From an optimization exercise on the open Yosys and OpenROAD flow, aimed at small area; shortcuts taken in it are not production practice.
Where RTL was checked, it was by simulation tests only, not by an equivalence proof against the original.
The clock port is modelled as an ideal driver, which makes a skipped or thinned clock tree look cheaper than it is; a real chip needs a root buffer or a tree.
Power is estimated from default activity; no workload was simulated.

==> flow/design.v (excerpt) <==
module processor #(
    parameter logic [31:0] RESET_PC = '0
) (
    input  logic        clock,
    input  logic        rst_n,
    output logic [31:0] address_imem,
    input  logic [31:0] q_imem,
    output logic [31:0] address_dmem,
    output logic [31:0] data,
    output logic        wren,
    input  logic [31:0] q_dmem,
    output logic        ctrl_write_enable,
    output logic [4:0]  ctrl_write_reg,
    output logic [4:0]  ctrl_read_reg_a,
    output logic [4:0]  ctrl_read_reg_b,
    output logic [31:0] data_write_reg,
    input  logic [31:0] data_read_reg_a,
    input  logic [31:0] data_read_reg_b
);
    logic [4:0]  cnt;
    logic [31:0] pc;
    logic [31:0] r;
    logic [3:0]  prev;
    logic        carry;
    logic        neq;
    logic [1:0]  mode;
    logic        m_add;
    logic        m_jmp;
    logic        m_jal;
    logic        pending;
    logic       in_p;
    logic       in_init;
    logic       in_prime;
    logic       first_a;
    logic       last_a;
    logic       first_p;
    logic       last_p;
    logic [2:0] c;
    assign c        = cnt[2:0];
  ...
Settings: LEC_CHECK=0, ABC_AREA=1, CAP_MARGIN=0, CORE_MARGIN=2, CORE_UTILIZATION=40, SLEW_MARGIN=0; clock period 9.0 ns.
standard.sh (not shown) runs the stock make flow with config.mk's settings and CLKGATE_MAP_FILE= SYNTH_SCRIPT=/design/flow/synth_recipe.tcl, a recipe that flattens the netlist after the stock synthesis.
==> flow/flow/run.sh <==
#!/bin/bash
# The standard layout (standard.sh) with these changes:
#  - synthesis maps with an area-oriented ABC script (abc_area.script here,
#    used with ABC_AREA 1 from config.mk) instead of ORFS's own, and leaves
#    adders to ABC too (no ADDER_MAP_FILE, so no fa/ha cells are extracted);
#  - every port is buffered by the smallest buffer (buf_1);
#  - after CTS, clock_tree.tcl replaces the clock tree by three clkbuf_16
#    fed by the clock port, each driving the flip-flops of a third of the core.
# Each tool's output is in orfs/logs; make's own output is in standard.log.
set -euo pipefail
here=$(pwd)
rm -rf "$here/scripts_custom"
cp -r "$FLOW_HOME/scripts" "$here/scripts_custom"
cp "$here/flow/abc_area.script" "$here/scripts_custom/abc_area.script"
export BUFFER_PORTS_ARGS="-buffer_cell sky130_fd_sc_hd__buf_1"
export CTS_ARGS="-sink_clustering_enable -repair_clock_nets -dont_use_dummy_load -buf_list sky130_fd_sc_hd__clkbuf_8"
export POST_CTS_TCL="$here/flow/clock_tree.tcl"
export FLOW_NCLK=3 FLOW_NY=1 FLOW_CLKBUF=sky130_fd_sc_hd__clkbuf_16
bash standard.sh SCRIPTS_DIR="$here/scripts_custom" ADDER_MAP_FILE= finish > standard.log 2>&1
Other scripts of this flow, unchanged in this note and not shown: flow/flow/abc_area.script, flow/flow/clock_tree.tcl
Next try:
--- a/flow/flow/run.sh
+++ b/flow/flow/run.sh
@@ -2,6 +2,5 @@
 # The standard layout (standard.sh) with these changes:
 #  - synthesis maps with an area-oriented ABC script (abc_area.script here,
-#    used with ABC_AREA 1 from config.mk) instead of ORFS's own, and leaves
-#    adders to ABC too (no ADDER_MAP_FILE, so no fa/ha cells are extracted);
+#    used with ABC_AREA 1 from config.mk) instead of ORFS's own;
 #  - every port is buffered by the smallest buffer (buf_1);
 #  - after CTS, clock_tree.tcl replaces the clock tree by three clkbuf_16
@@ -17,3 +16,3 @@
 export POST_CTS_TCL="$here/flow/clock_tree.tcl"
 export FLOW_NCLK=3 FLOW_NY=1 FLOW_CLKBUF=sky130_fd_sc_hd__clkbuf_16
-bash standard.sh SCRIPTS_DIR="$here/scripts_custom" ADDER_MAP_FILE= finish > standard.log 2>&1
+bash standard.sh SCRIPTS_DIR="$here/scripts_custom" finish > standard.log 2>&1
--- a/flow/config.mk
+++ b/flow/config.mk
@@ -7,6 +7,6 @@
 export LEC_CHECK = 0
 export ABC_AREA = 1
-export CAP_MARGIN = 0
+export CAP_MARGIN = 20
 export CORE_MARGIN = 2
 export CORE_UTILIZATION = 40
-export SLEW_MARGIN = 0
+export SLEW_MARGIN = 20
Outcome: Via count is lower by 2.8%; wire length drops by 11%; power is higher by 11%.
Next try:
--- a/flow/flow/run.sh
+++ b/flow/flow/run.sh
@@ -2,5 +2,6 @@
 # The standard layout (standard.sh) with these changes:
 #  - synthesis maps with an area-oriented ABC script (abc_area.script here,
-#    used with ABC_AREA 1 from config.mk) instead of ORFS's own;
+#    used with ABC_AREA 1 from config.mk) instead of ORFS's own, and leaves
+#    adders to ABC too (no ADDER_MAP_FILE, so no fa/ha cells are extracted);
 #  - every port is buffered by the smallest buffer (buf_1);
 #  - after CTS, clock_tree.tcl replaces the clock tree by three clkbuf_16
@@ -14,5 +15,6 @@
 export BUFFER_PORTS_ARGS="-buffer_cell sky130_fd_sc_hd__buf_1"
 export CTS_ARGS="-sink_clustering_enable -repair_clock_nets -dont_use_dummy_load -buf_list sky130_fd_sc_hd__clkbuf_8"
+export GPL_KEEP_OVERFLOW=0
 export POST_CTS_TCL="$here/flow/clock_tree.tcl"
 export FLOW_NCLK=3 FLOW_NY=1 FLOW_CLKBUF=sky130_fd_sc_hd__clkbuf_16
-bash standard.sh SCRIPTS_DIR="$here/scripts_custom" finish > standard.log 2>&1
+bash standard.sh SCRIPTS_DIR="$here/scripts_custom" ADDER_MAP_FILE= finish > standard.log 2>&1
After rerunning:
- die area fell by a few percent
- utilization is higher by 0.40 points
- synthesized cell count goes down slightly
- design area falls by a few percent
- routed wire length goes up by roughly a tenth
- critical path depth increases by 8
- setup slack gains 0.27 ns
Next try:
--- a/flow/flow/run.sh
+++ b/flow/flow/run.sh
@@ -15,5 +15,4 @@
 export BUFFER_PORTS_ARGS="-buffer_cell sky130_fd_sc_hd__buf_1"
 export CTS_ARGS="-sink_clustering_enable -repair_clock_nets -dont_use_dummy_load -buf_list sky130_fd_sc_hd__clkbuf_8"
-export GPL_KEEP_OVERFLOW=0
 export POST_CTS_TCL="$here/flow/clock_tree.tcl"
 export FLOW_NCLK=3 FLOW_NY=1 FLOW_CLKBUF=sky130_fd_sc_hd__clkbuf_16
--- a/flow/config.mk
+++ b/flow/config.mk
@@ -10,3 +10,4 @@
 export CORE_MARGIN = 2
 export CORE_UTILIZATION = 40
+export GPL_TIMING_DRIVEN = 0
 export SLEW_MARGIN = 20
Effect: The changed run passed the timing, DRC and antenna checks; combinational power rises by about 3%; final area rises by 5.5%; setup slack degrades by 0.020 ns; cell count rises by 4.6%; utilization rises by 2.9 points; fmax is about the same; via count rises by 3.4%.
Next try:
--- a/flow/config.mk
+++ b/flow/config.mk
@@ -10,4 +10,3 @@
 export CORE_MARGIN = 2
 export CORE_UTILIZATION = 40
-export GPL_TIMING_DRIVEN = 0
 export SLEW_MARGIN = 20
Outcome: Area after synthesis is unchanged; via count goes down by 3.6%; total power goes down by 1.0%; wire length goes down by 1.4%; setup slack improves by 0.049 ns; synthesized cell count stays the same; global-route usage stays flat; flip-flop and latch count is unchanged; hold slack improves by 0.0077 ns; cell area goes down by 4.8%; register-to-register slack degrades by 0.12 ns.
No run of this note takes its clock network from TritonCTS; it comes from the design's own scripts or RTL.

---

processor, a different RTL version from the one above (not shown whole).
Size: about 79 flip-flops, roughly 280 I/O pins, about 0.0052 mm² of cells after synthesis.
export LEC_CHECK = 0
export CAP_MARGIN = 20
export CORE_MARGIN = 2
export CORE_UTILIZATION = 40
export SLEW_MARGIN = 20
create_clock -name core_clock -period 9.0 [get_ports {clock}]
==> flow/flow/run.sh <==
#!/bin/bash
set -euo pipefail
export BUFFER_PORTS_ARGS="-buffer_cell sky130_fd_sc_hd__buf_1"
export CTS_ARGS="-sink_clustering_enable -repair_clock_nets -dont_use_dummy_load -buf_list sky130_fd_sc_hd__clkbuf_8"
bash standard.sh > standard.log 2>&1
The starting point completed without violations.
Rerun with:
- ABC_AREA: unset -> 1
Effect: Setup slack improves by 310 ps. Sequential power shrinks by about 4.4%. Wire length shrinks by about 2%. Clock-buffer cell count is unchanged. Clock power stays flat.
No run of this note included a check of the RTL's function; only the layout flow was run.

---

processor, a different RTL version from the one above (not shown whole).
Size in the first run: about 280 I/O pins, roughly 4000 µm² of cells after synthesis.
==> flow/config.mk <==
export PLATFORM = sky130hd
export DESIGN_NAME = processor
export DESIGN_NICKNAME = processor
export VERILOG_FILES = /design/flow/design.v
export SDC_FILE = /design/flow/constraint.sdc
export NUM_CORES = 4
export LEC_CHECK = 0
export ABC_AREA = 1
export CAP_MARGIN = 20
export CORE_MARGIN = 2
export CORE_UTILIZATION = 40
export SLEW_MARGIN = 20
==> flow/constraint.sdc <==
create_clock -name core_clock -period 9.0 [get_ports {clock}]
set_input_delay 1.8000 -clock core_clock [delete_from_list [all_inputs] [get_ports {clock}]]
set_output_delay 1.8000 -clock core_clock [all_outputs]
set_load 0.01 [all_outputs]
==> flow/flow/run.sh <==
#!/bin/bash
# The standard layout (standard.sh) with these changes:
#  - synthesis maps with an area-oriented ABC script (abc_area.script here,
#    used with ABC_AREA 1 from config.mk) instead of ORFS's own, and leaves
#    adders to ABC too (no ADDER_MAP_FILE, so no fa/ha cells are extracted);
#  - every port is buffered by the smallest buffer (buf_1);
#  - after CTS, clock_tree.tcl replaces the clock tree by three clkbuf_16
#    fed by the clock port, each driving the flip-flops of a third of the core.
# Each tool's output is in orfs/logs; make's own output is in standard.log.
set -euo pipefail
here=$(pwd)
rm -rf "$here/scripts_custom"
cp -r "$FLOW_HOME/scripts" "$here/scripts_custom"
cp "$here/flow/abc_area.script" "$here/scripts_custom/abc_area.script"
export BUFFER_PORTS_ARGS="-buffer_cell sky130_fd_sc_hd__buf_1"
export CTS_ARGS="-sink_clustering_enable -repair_clock_nets -dont_use_dummy_load -buf_list sky130_fd_sc_hd__clkbuf_8"
export POST_CTS_TCL="$here/flow/clock_tree.tcl"
export FLOW_NCLK=3 FLOW_NY=1 FLOW_CLKBUF=sky130_fd_sc_hd__clkbuf_16
bash standard.sh SCRIPTS_DIR="$here/scripts_custom" ADDER_MAP_FILE= finish > standard.log 2>&1
==> flow/flow/abc_area.script <==
strash
&get -n
&deepsyn -T 30
&put
strash
dch
amap
strash
dch
amap
strash
dch
amap
strash
dch
amap
topo
Other scripts of this flow, unchanged in this note and not shown: flow/flow/clock_tree.tcl
The starting point produced a clean layout.
Then changed:
--- a/flow/flow/run.sh
+++ b/flow/flow/run.sh
@@ -6,2 +6,4 @@
 #  - every port is buffered by the smallest buffer (buf_1);
+#  - timing-driven global placement keeps none of its trial resizing
+#    (GPL_KEEP_OVERFLOW 0), which otherwise leaves extra buffers;
 #  - after CTS, clock_tree.tcl replaces the clock tree by three clkbuf_16
@@ -16,2 +18,3 @@
 export CTS_ARGS="-sink_clustering_enable -repair_clock_nets -dont_use_dummy_load -buf_list sky130_fd_sc_hd__clkbuf_8"
+export GPL_KEEP_OVERFLOW=0
 export POST_CTS_TCL="$here/flow/clock_tree.tcl"
==> flow/flow/abc_area.script (replaced) <==
strash
&get -n
&deepsyn -T 30
&put
dch
amap
topo
- CORE_UTILIZATION: 40 -> 50
Result: Synthesized cell count goes up by 0.68%. Via count went up by 4.9%. Die area fell by 19%. Design area fell by 0.59%. Maximum frequency goes down by 6.1%. First-iteration DRC count climbs by 48%. Synthesized area came out higher by 0.75%. Worst setup slack is worse by 510 ps. Routed wire length rose by 20%. Utilization climbs by 13 points.
Then changed:
--- a/flow/flow/run.sh
+++ b/flow/flow/run.sh
@@ -6,4 +6,2 @@
 #  - every port is buffered by the smallest buffer (buf_1);
-#  - timing-driven global placement keeps none of its trial resizing
-#    (GPL_KEEP_OVERFLOW 0), which otherwise leaves extra buffers;
 #  - after CTS, clock_tree.tcl replaces the clock tree by three clkbuf_16
@@ -18,3 +16,3 @@
 export CTS_ARGS="-sink_clustering_enable -repair_clock_nets -dont_use_dummy_load -buf_list sky130_fd_sc_hd__clkbuf_8"
-export GPL_KEEP_OVERFLOW=0
+export PRE_GLOBAL_PLACE_TCL="$here/flow/pre_gpl.tcl"
 export POST_CTS_TCL="$here/flow/clock_tree.tcl"
==> flow/flow/abc_area.script (replaced) <==
strash
&get -n
&deepsyn -T 30
&put
strash
dch
amap
strash
dch
amap
strash
dch
amap
strash
dch
amap
topo
==> flow/flow/pre_gpl.tcl (new file) <==
# Global placement runs without timing-driven mode; remove synthesis's
# buffers here as the timing-driven mode would have.
remove_buffers
- CORE_UTILIZATION: 50 -> 40
- GPL_TIMING_DRIVEN: unset -> 0
Outcome: Hold slack barely changes; wire length is lower by about a fifth; design area is about the same; clock power barely changes; setup slack gains 10 ps; clock skew is lower by 4.3 ps; via count is lower by a few percent; flip-flop and latch count is unchanged.
Then changed:
--- a/flow/flow/run.sh
+++ b/flow/flow/run.sh
@@ -6,2 +6,4 @@
 #  - every port is buffered by the smallest buffer (buf_1);
+#  - timing-driven global placement keeps none of its trial resizing
+#    (GPL_KEEP_OVERFLOW 0), which otherwise leaves extra buffers;
 #  - after CTS, clock_tree.tcl replaces the clock tree by three clkbuf_16
@@ -16,3 +18,3 @@
 export CTS_ARGS="-sink_clustering_enable -repair_clock_nets -dont_use_dummy_load -buf_list sky130_fd_sc_hd__clkbuf_8"
-export PRE_GLOBAL_PLACE_TCL="$here/flow/pre_gpl.tcl"
+export GPL_KEEP_OVERFLOW=0
 export POST_CTS_TCL="$here/flow/clock_tree.tcl"
==> flow/flow/abc_area.script (replaced) <==
strash
&get -n
&deepsyn -T 30
&put
dch
amap
topo
- GPL_TIMING_DRIVEN: 0 -> unset
removed: flow/flow/pre_gpl.tcl
Effect: The changed run completed without violations. Design area climbs by a few percent. Routed wire length increases by a little under a tenth. Synthesized area is higher slightly. Flip-flop and latch count is unchanged. Via count goes up by a few percent. Worst setup slack got worse by 41 ps. Final cell count goes up slightly. Sequential share of layout area drops by 0.79 points. Die area is higher slightly.
Then changed:
--- a/flow/flow/run.sh
+++ b/flow/flow/run.sh
@@ -6,4 +6,2 @@
 #  - every port is buffered by the smallest buffer (buf_1);
-#  - timing-driven global placement keeps none of its trial resizing
-#    (GPL_KEEP_OVERFLOW 0), which otherwise leaves extra buffers;
 #  - after CTS, clock_tree.tcl replaces the clock tree by three clkbuf_16
@@ -18,3 +16,2 @@
 export CTS_ARGS="-sink_clustering_enable -repair_clock_nets -dont_use_dummy_load -buf_list sky130_fd_sc_hd__clkbuf_8"
-export GPL_KEEP_OVERFLOW=0
 export POST_CTS_TCL="$here/flow/clock_tree.tcl"
What happened: Die area stays the same. Routed wire length falls by about 1.3%. Hold slack stays flat. Global-route usage rose by 0.53 points. Synthesized area is unchanged.
Then changed:
--- a/flow/flow/run.sh
+++ b/flow/flow/run.sh
@@ -16,2 +16,3 @@
 export CTS_ARGS="-sink_clustering_enable -repair_clock_nets -dont_use_dummy_load -buf_list sky130_fd_sc_hd__clkbuf_8"
+export PRE_GLOBAL_PLACE_TCL="$here/flow/pre_gpl.tcl"
 export POST_CTS_TCL="$here/flow/clock_tree.tcl"
==> flow/flow/abc_area.script (replaced) <==
strash
&get -n
&deepsyn -T 30
&put
strash
dch
amap
strash
dch
amap
strash
dch
amap
strash
dch
amap
topo
==> flow/flow/pre_gpl.tcl (new file) <==
# Global placement runs without timing-driven mode; remove synthesis's
# buffers here as the timing-driven mode would have.
remove_buffers
- GPL_TIMING_DRIVEN: unset -> 0
Via count is lower by about 0.3%.
Total power is higher by about 0.5%.
Worst setup slack got worse by 300 ps.
Area after synthesis came out lower by about 0.74%.
Sequential power stays flat.
Register-to-register slack improved by 40 ps.
Clock power stays flat.
Maximum frequency falls by about 3.6%.
Core utilization hardly moves.
No run of this note takes its clock network from TritonCTS; it comes from the design's own scripts or RTL.

---

== the baseline ==
The RTL this note starts from:
==> flow/design.v <==
`timescale 1ns/1ps
module processor #(
    parameter logic [31:0] RESET_PC = '0
) (
    input  logic        clock,
    input  logic        rst_n,
    output logic [31:0] address_imem,
    input  logic [31:0] q_imem,
    output logic [31:0] address_dmem,
    output logic [31:0] data,
    output logic        wren,
    input  logic [31:0] q_dmem,
    output logic        ctrl_write_enable,
    output logic [4:0]  ctrl_write_reg,
    output logic [4:0]  ctrl_read_reg_a,
    output logic [4:0]  ctrl_read_reg_b,
    output logic [31:0] data_write_reg,
    input  logic [31:0] data_read_reg_a,
    input  logic [31:0] data_read_reg_b
);
    logic [4:0]  cnt;
    logic [31:0] pc;
    logic [31:0] r;
    logic [3:0]  prev;
    logic        carry;
    logic        pcarry;
    logic        neq;
    logic        m_add;
    logic        m_jmp;
    logic        m_jal;
    logic        pending;
    logic       in_p;
    logic       in_init;
    logic       in_prime;
    logic       first_a;
    logic       last_a;
    logic       first_p;
    logic       last_p;
    logic [2:0] c;
    assign c        = cnt[2:0];
    assign in_p     = cnt[4];
    assign in_init  = cnt[4] & cnt[3];
    assign in_prime = ~cnt[4] & ~cnt[3];              
    assign first_a  = (cnt == 5'd8);
    assign last_a   = (cnt == 5'd15);
    assign first_p  = (cnt == 5'd16);
    assign last_p   = cnt[4] & (c == 3'd7);
    logic [31:0] insn;
    logic [2:0]  o;
    logic        is_lw, is_r, is_j, is_bne, is_jal, is_jr, is_addi, is_blt, is_sw;
    logic [2:0]  aop;
    logic        is_sh, is_sra, is_sll;
    logic        use_imm;
    logic        binv;
    logic        cin0;
    logic [4:0]  rd;
    assign insn    = q_imem;
    assign o       = insn[29:27];
    assign is_lw   = insn[30];
    assign is_r    = ~insn[30] & (o == 3'd0);
    assign is_j    = (o == 3'd1);
    assign is_bne  = (o == 3'd2);
    assign is_jal  = (o == 3'd3);
    assign is_jr   = (o == 3'd4);
    assign is_addi = (o == 3'd5);
    assign is_blt  = (o == 3'd6);
    assign is_sw   = (o == 3'd7);
    assign aop     = insn[4:2];
    assign is_sh   = is_r & aop[2];
    assign is_sra  = is_sh & aop[0];
    assign is_sll  = is_sh & ~aop[0];
    assign use_imm = is_addi | is_sw | is_lw;
    assign cin0    = is_r & (aop[1:0] == 2'd1);        
    assign binv    = cin0 | is_blt;                      
    assign rd      = insn[26:22];
    assign ctrl_read_reg_a = insn[21:17];
    assign ctrl_read_reg_b = (o == 3'd0) ? insn[16:12] : insn[26:22];
    logic [2:0]  sh_q;
    logic [1:0]  sh_r;
    logic [2:0]  qx;
    logic        g_cin;
    logic [4:0]  c_eff;
    logic [4:0]  g_add;
    logic [5:0]  gk;
    logic [4:0]  gi;
    logic [3:0]  a_grp;
    logic [3:0]  cur;
    logic [1:0]  u;
    logic [7:0]  w;
    logic [3:0]  a_bits;
    assign sh_q  = insn[11:9] & {3{is_sh}};
    assign sh_r  = insn[8:7];
    assign qx    = sh_q ^ {3{is_sll}};
    assign g_cin = is_sll | (is_sra & (sh_r != 2'd0));
    assign c_eff = {{2{~cnt[3]}}, cnt[2:0]};
    assign g_add = {{2{is_sll}}, qx};
    always_comb begin
        gk[0] = g_cin;
        for (int i = 0; i < 5; i++) begin
            gi[i]     = c_eff[i] ^ g_add[i] ^ gk[i];
            gk[i + 1] = (c_eff[i] & g_add[i]) | (gk[i] & (c_eff[i] ^ g_add[i]));
        end
    end
    always_comb begin
        case (gi[2:0])
            3'd0: a_grp = data_read_reg_a[3:0];
            3'd1: a_grp = data_read_reg_a[7:4];
            3'd2: a_grp = data_read_reg_a[11:8];
            3'd3: a_grp = data_read_reg_a[15:12];
            3'd4: a_grp = data_read_reg_a[19:16];
            3'd5: a_grp = data_read_reg_a[23:20];
            3'd6: a_grp = data_read_reg_a[27:24];
            default: a_grp = data_read_reg_a[31:28];
        endcase
    end
    always_comb begin
        if (gi[4]) begin
            cur = 4'd0;
        end else if (gi[3]) begin
            cur = {4{data_read_reg_a[31]}};
        end else begin
            cur = a_grp;
        end
    end
    always_comb begin
        if (is_sll) begin
            u = sh_r;
        end else if (is_sra) begin
            u = {sh_r[1] ^ sh_r[0], sh_r[0]};
        end else begin
            u = 2'd0;
        end
    end
    assign w = {cur, prev};
    always_comb begin
        case (u)
            2'd0: a_bits = w[7:4];
            2'd1: a_bits = w[6:3];
            2'd2: a_bits = w[5:2];
            default: a_bits = w[4:1];
        endcase
    end
    logic        sx;
    logic        tg;
    logic [3:0]  immt_grp;
    logic [3:0]  b_grp;
    logic [3:0]  b_bits;
    logic [3:0]  bx;
    logic [4:0]  k;
    logic [3:0]  sum;
    logic        co;
    logic        ne_now;
    logic        lt_now;
    logic        taken;
    assign sx = insn[16];
    assign tg = is_j | is_jal;
    always_comb begin
        case (c)
            3'd0: immt_grp = insn[3:0];
            3'd1: immt_grp = insn[7:4];
            3'd2: immt_grp = insn[11:8];
            3'd3: immt_grp = insn[15:12];
            3'd4: immt_grp = tg ? insn[19:16] : {{3{sx}}, insn[16]};
            3'd5: immt_grp = tg ? insn[23:20] : {4{sx}};
            3'd6: immt_grp = tg ? {1'b0, insn[26:24]} : {4{sx}};
            default: immt_grp = tg ? 4'd0 : {4{sx}};
        endcase
    end
    always_comb begin
        case (c)
            3'd0: b_grp = data_read_reg_b[3:0];
            3'd1: b_grp = data_read_reg_b[7:4];
            3'd2: b_grp = data_read_reg_b[11:8];
            3'd3: b_grp = data_read_reg_b[15:12];
            3'd4: b_grp = data_read_reg_b[19:16];
            3'd5: b_grp = data_read_reg_b[23:20];
            3'd6: b_grp = data_read_reg_b[27:24];
            default: b_grp = data_read_reg_b[31:28];
        endcase
    end
    assign b_bits = use_imm ? immt_grp : b_grp;
    assign bx     = b_bits ^ {4{binv}};
    always_comb begin
        k[0] = first_a ? cin0 : carry;
        for (int i = 0; i < 4; i++) begin
            sum[i]   = a_bits[i] ^ bx[i] ^ k[i];
            k[i + 1] = (a_bits[i] & bx[i]) | (k[i] & (a_bits[i] ^ bx[i]));
        end
    end
    assign co     = k[4];
    assign ne_now = |(a_bits ^ b_bits);
    assign lt_now = a_bits[3] ^ b_bits[3] ^ co;         
    assign taken  = (is_bne & (neq | ne_now)) | (is_blt & lt_now);
    logic [3:0] py;
    logic [4:0] pk;
    logic [3:0] psum;
    logic [3:0] pc_in;
    logic [3:0] r_in;
    assign py = r[3:0] & {4{m_add}};
    always_comb begin
        pk[0] = first_p | pcarry;
        for (int i = 0; i < 4; i++) begin
            psum[i]   = pc[i] ^ py[i] ^ pk[i];
            pk[i + 1] = (pc[i] & py[i]) | (pk[i] & (pc[i] ^ py[i]));
        end
    end
    always_comb begin
        if (in_init) begin
            case (c)
                3'd0: pc_in = RESET_PC[3:0];
                3'd1: pc_in = RESET_PC[7:4];
                3'd2: pc_in = RESET_PC[11:8];
                3'd3: pc_in = RESET_PC[15:12];
                3'd4: pc_in = RESET_PC[19:16];
                3'd5: pc_in = RESET_PC[23:20];
                3'd6: pc_in = RESET_PC[27:24];
                default: pc_in = RESET_PC[31:28];
            endcase
        end else if (m_jmp) begin
            pc_in = r[3:0];
        end else begin
            pc_in = psum;
        end
    end
    always_comb begin
        if (in_p) begin
            r_in = psum;                             
        end else if (is_jr) begin
            r_in = b_grp;
        end else if (is_j | is_jal | is_bne | is_blt) begin
            r_in = immt_grp;
        end else if (is_sh) begin
            r_in = a_bits;
        end else if (is_r & aop[1]) begin
            r_in = aop[0] ? (a_bits | b_bits) : (a_bits & b_bits);
        end else begin
            r_in = sum;
        end
    end
    always_ff @(posedge clock or negedge rst_n) begin
        if (!rst_n) begin
            cnt <= 5'd24;
        end else if (last_p) begin
            cnt <= (m_jal & ~in_init) ? 5'd6 : 5'd7;
        end else begin
            cnt <= cnt + 5'd1;
        end
    end
    always_ff @(posedge clock) begin
        r       <= {r_in, r[31:4]};
        prev    <= cur;
        carry   <= co;
        pcarry  <= pk[4];
        neq     <= (~first_a & neq) | ne_now;
        pending <= last_p & ~in_init & m_jal;
        if (last_a) begin
            m_add <= taken;
            m_jmp <= is_j | is_jal | is_jr;
            m_jal <= is_jal;
        end
        if (in_p) begin
            pc <= {pc_in, pc[31:4]};
        end
    end
    assign address_imem      = pc;
    assign address_dmem      = r;
    assign data              = data_read_reg_b;
    assign wren              = first_p & is_sw;
    assign ctrl_write_enable = (first_p & (is_r | is_addi | is_lw) & (rd != 5'd0)) |
                               (in_prime & pending);
    assign ctrl_write_reg    = rd | {5{pending}};
    assign data_write_reg    = (is_lw & ~pending) ? q_dmem : r;
endmodule
clock: 9.0 ns
lec_check: 0
abc_area: 1
cap_margin: 20
core_margin: 2
core_utilization: 40
slew_margin: 20
==> flow/flow/run.sh <==
#!/bin/bash
# The standard layout (standard.sh) with three changes:
#  - synthesis maps with an area-oriented ABC script (abc_area.script here,
#    used with ABC_AREA 1 from config.mk) instead of ORFS's own;
#  - every port is buffered by the smallest buffer (buf_1);
#  - clock tree synthesis uses clkbuf_8 and adds no dummy loads.
# Each tool's output is in orfs/logs; make's own output is in standard.log.
set -euo pipefail
here=$(pwd)
rm -rf "$here/scripts_custom"
cp -r "$FLOW_HOME/scripts" "$here/scripts_custom"
cp "$here/flow/abc_area.script" "$here/scripts_custom/abc_area.script"
export BUFFER_PORTS_ARGS="-buffer_cell sky130_fd_sc_hd__buf_1"
export CTS_ARGS="-sink_clustering_enable -repair_clock_nets -dont_use_dummy_load -buf_list sky130_fd_sc_hd__clkbuf_8"
bash standard.sh SCRIPTS_DIR="$here/scripts_custom" finish > standard.log 2>&1
==> flow/flow/abc_area.script <==
strash
&get -n
&deepsyn -T 30
&put
dch
amap
topo
The baseline: no failed stages, no open violations at the end
### the baseline -> the candidate
# the baseline
export LEC_CHECK = 0
export ABC_AREA = 1
export CAP_MARGIN = 20
export CORE_MARGIN = 2
export CORE_UTILIZATION = 40
export SLEW_MARGIN = 20
create_clock -name core_clock -period 9.0 [get_ports {clock}]
# the candidate
export LEC_CHECK = 0
export CAP_MARGIN = 20
export CORE_MARGIN = 2
export CORE_UTILIZATION = 40
export CTS_BUF_LIST = sky130_fd_sc_hd__clkbuf_8
export SLEW_MARGIN = 20
create_clock -name core_clock -period 9.0 [get_ports {clock}]
==> flow/flow/run.sh <==
#!/bin/bash
# The standard layout, with every port buffered by the smallest buffer
# (buf_1) instead of the cell buffer_ports picks by default.
set -euo pipefail
export BUFFER_PORTS_ARGS="-buffer_cell sky130_fd_sc_hd__buf_1"
bash standard.sh > standard.log 2>&1
removed: flow/flow/abc_area.script
Results
The critical path depth in the candidate is 0.800 times that in the baseline.
Looking at number of fillers in the final layout across the candidate and the baseline, the one that comes out lower is the baseline.
Between the candidate and the baseline, die area is higher for the candidate, the baseline comes in under that.
Total power consumption of the routed design in the candidate vs the baseline: up 12%
The baseline -> the candidate: count of buffers not belonging to the clock network in the layout decreased slightly
The candidate ended up with a lower switching share of power than the baseline did.
Diff the baseline -> the candidate | final-stage net count | up by a few percent
No run of this note included a check of the RTL's function; only the layout flow was run.

-- re-timing with driven ports --
How much do the figures lean on ideal ports? The routed layouts below were timed once more, with nothing changed but the port constraints.
Step 1, drivers: a clkbuf_16 drives clock and a buf_2 each remaining input, both assumed.
Step 2 also shifts input and output timing later by t, the mid clock arrival at the registers, as if the neighbouring blocks saw the same clock.
Three values: no drivers, after step 1, after step 2; two values: the first two.
run	t (ns)	setup WS [ns]	hold slack, ns
the first run of note 1	0.224	0.837 / 0.873 / 0.649	0.367 / 0.368 / 0.368
the second run of note 1	0.220	0.538 / 0.561 / 0.342	0.369 / 0.369 / 0.369
the third run of note 1	0.227	0.808 / 0.827 / 0.601	0.366 / 0.366 / 0.366
the fourth run of note 1	0.225	0.788 / 0.833 / 0.609	0.360 / 0.360 / 0.360
the fifth run of note 1	0.224	0.837 / 0.873 / 0.649	0.367 / 0.368 / 0.368
the first run of note 2	0.363	1.483 / 1.478 / 1.115	0.358 / 0.358 / 0.358
the second run of note 2	0.369	1.797 / 1.800 / 1.431	0.357 / 0.357 / 0.357
the first run of note 3	0.218	1.243 / 1.274 / 1.056	0.366 / 0.366 / 0.366
the second run of note 3	0.220	0.737 / 0.772 / 0.552	0.362 / 0.362 / 0.362
the third run of note 3	0.217	0.748 / 0.781 / 0.564	0.365 / 0.365 / 0.365
the fourth run of note 3	0.220	0.707 / 0.743 / 0.524	0.366 / 0.366 / 0.366
the fifth run of note 3	0.218	1.045 / 1.074 / 0.856	0.365 / 0.365 / 0.365
the sixth run of note 3	0.217	0.748 / 0.781 / 0.564	0.365 / 0.365 / 0.365
the baseline	0.358	1.140 / 1.122 / 0.764	0.358 / 0.358 / 0.358
the candidate	0.374	1.517 / 1.513 / 1.139	0.366 / 0.366 / 0.366
After both steps every run listed still meets setup and hold. The setup slack of the candidate, which loses most, moves by -0.004 ns with the drivers and by -0.378 ns with both steps.
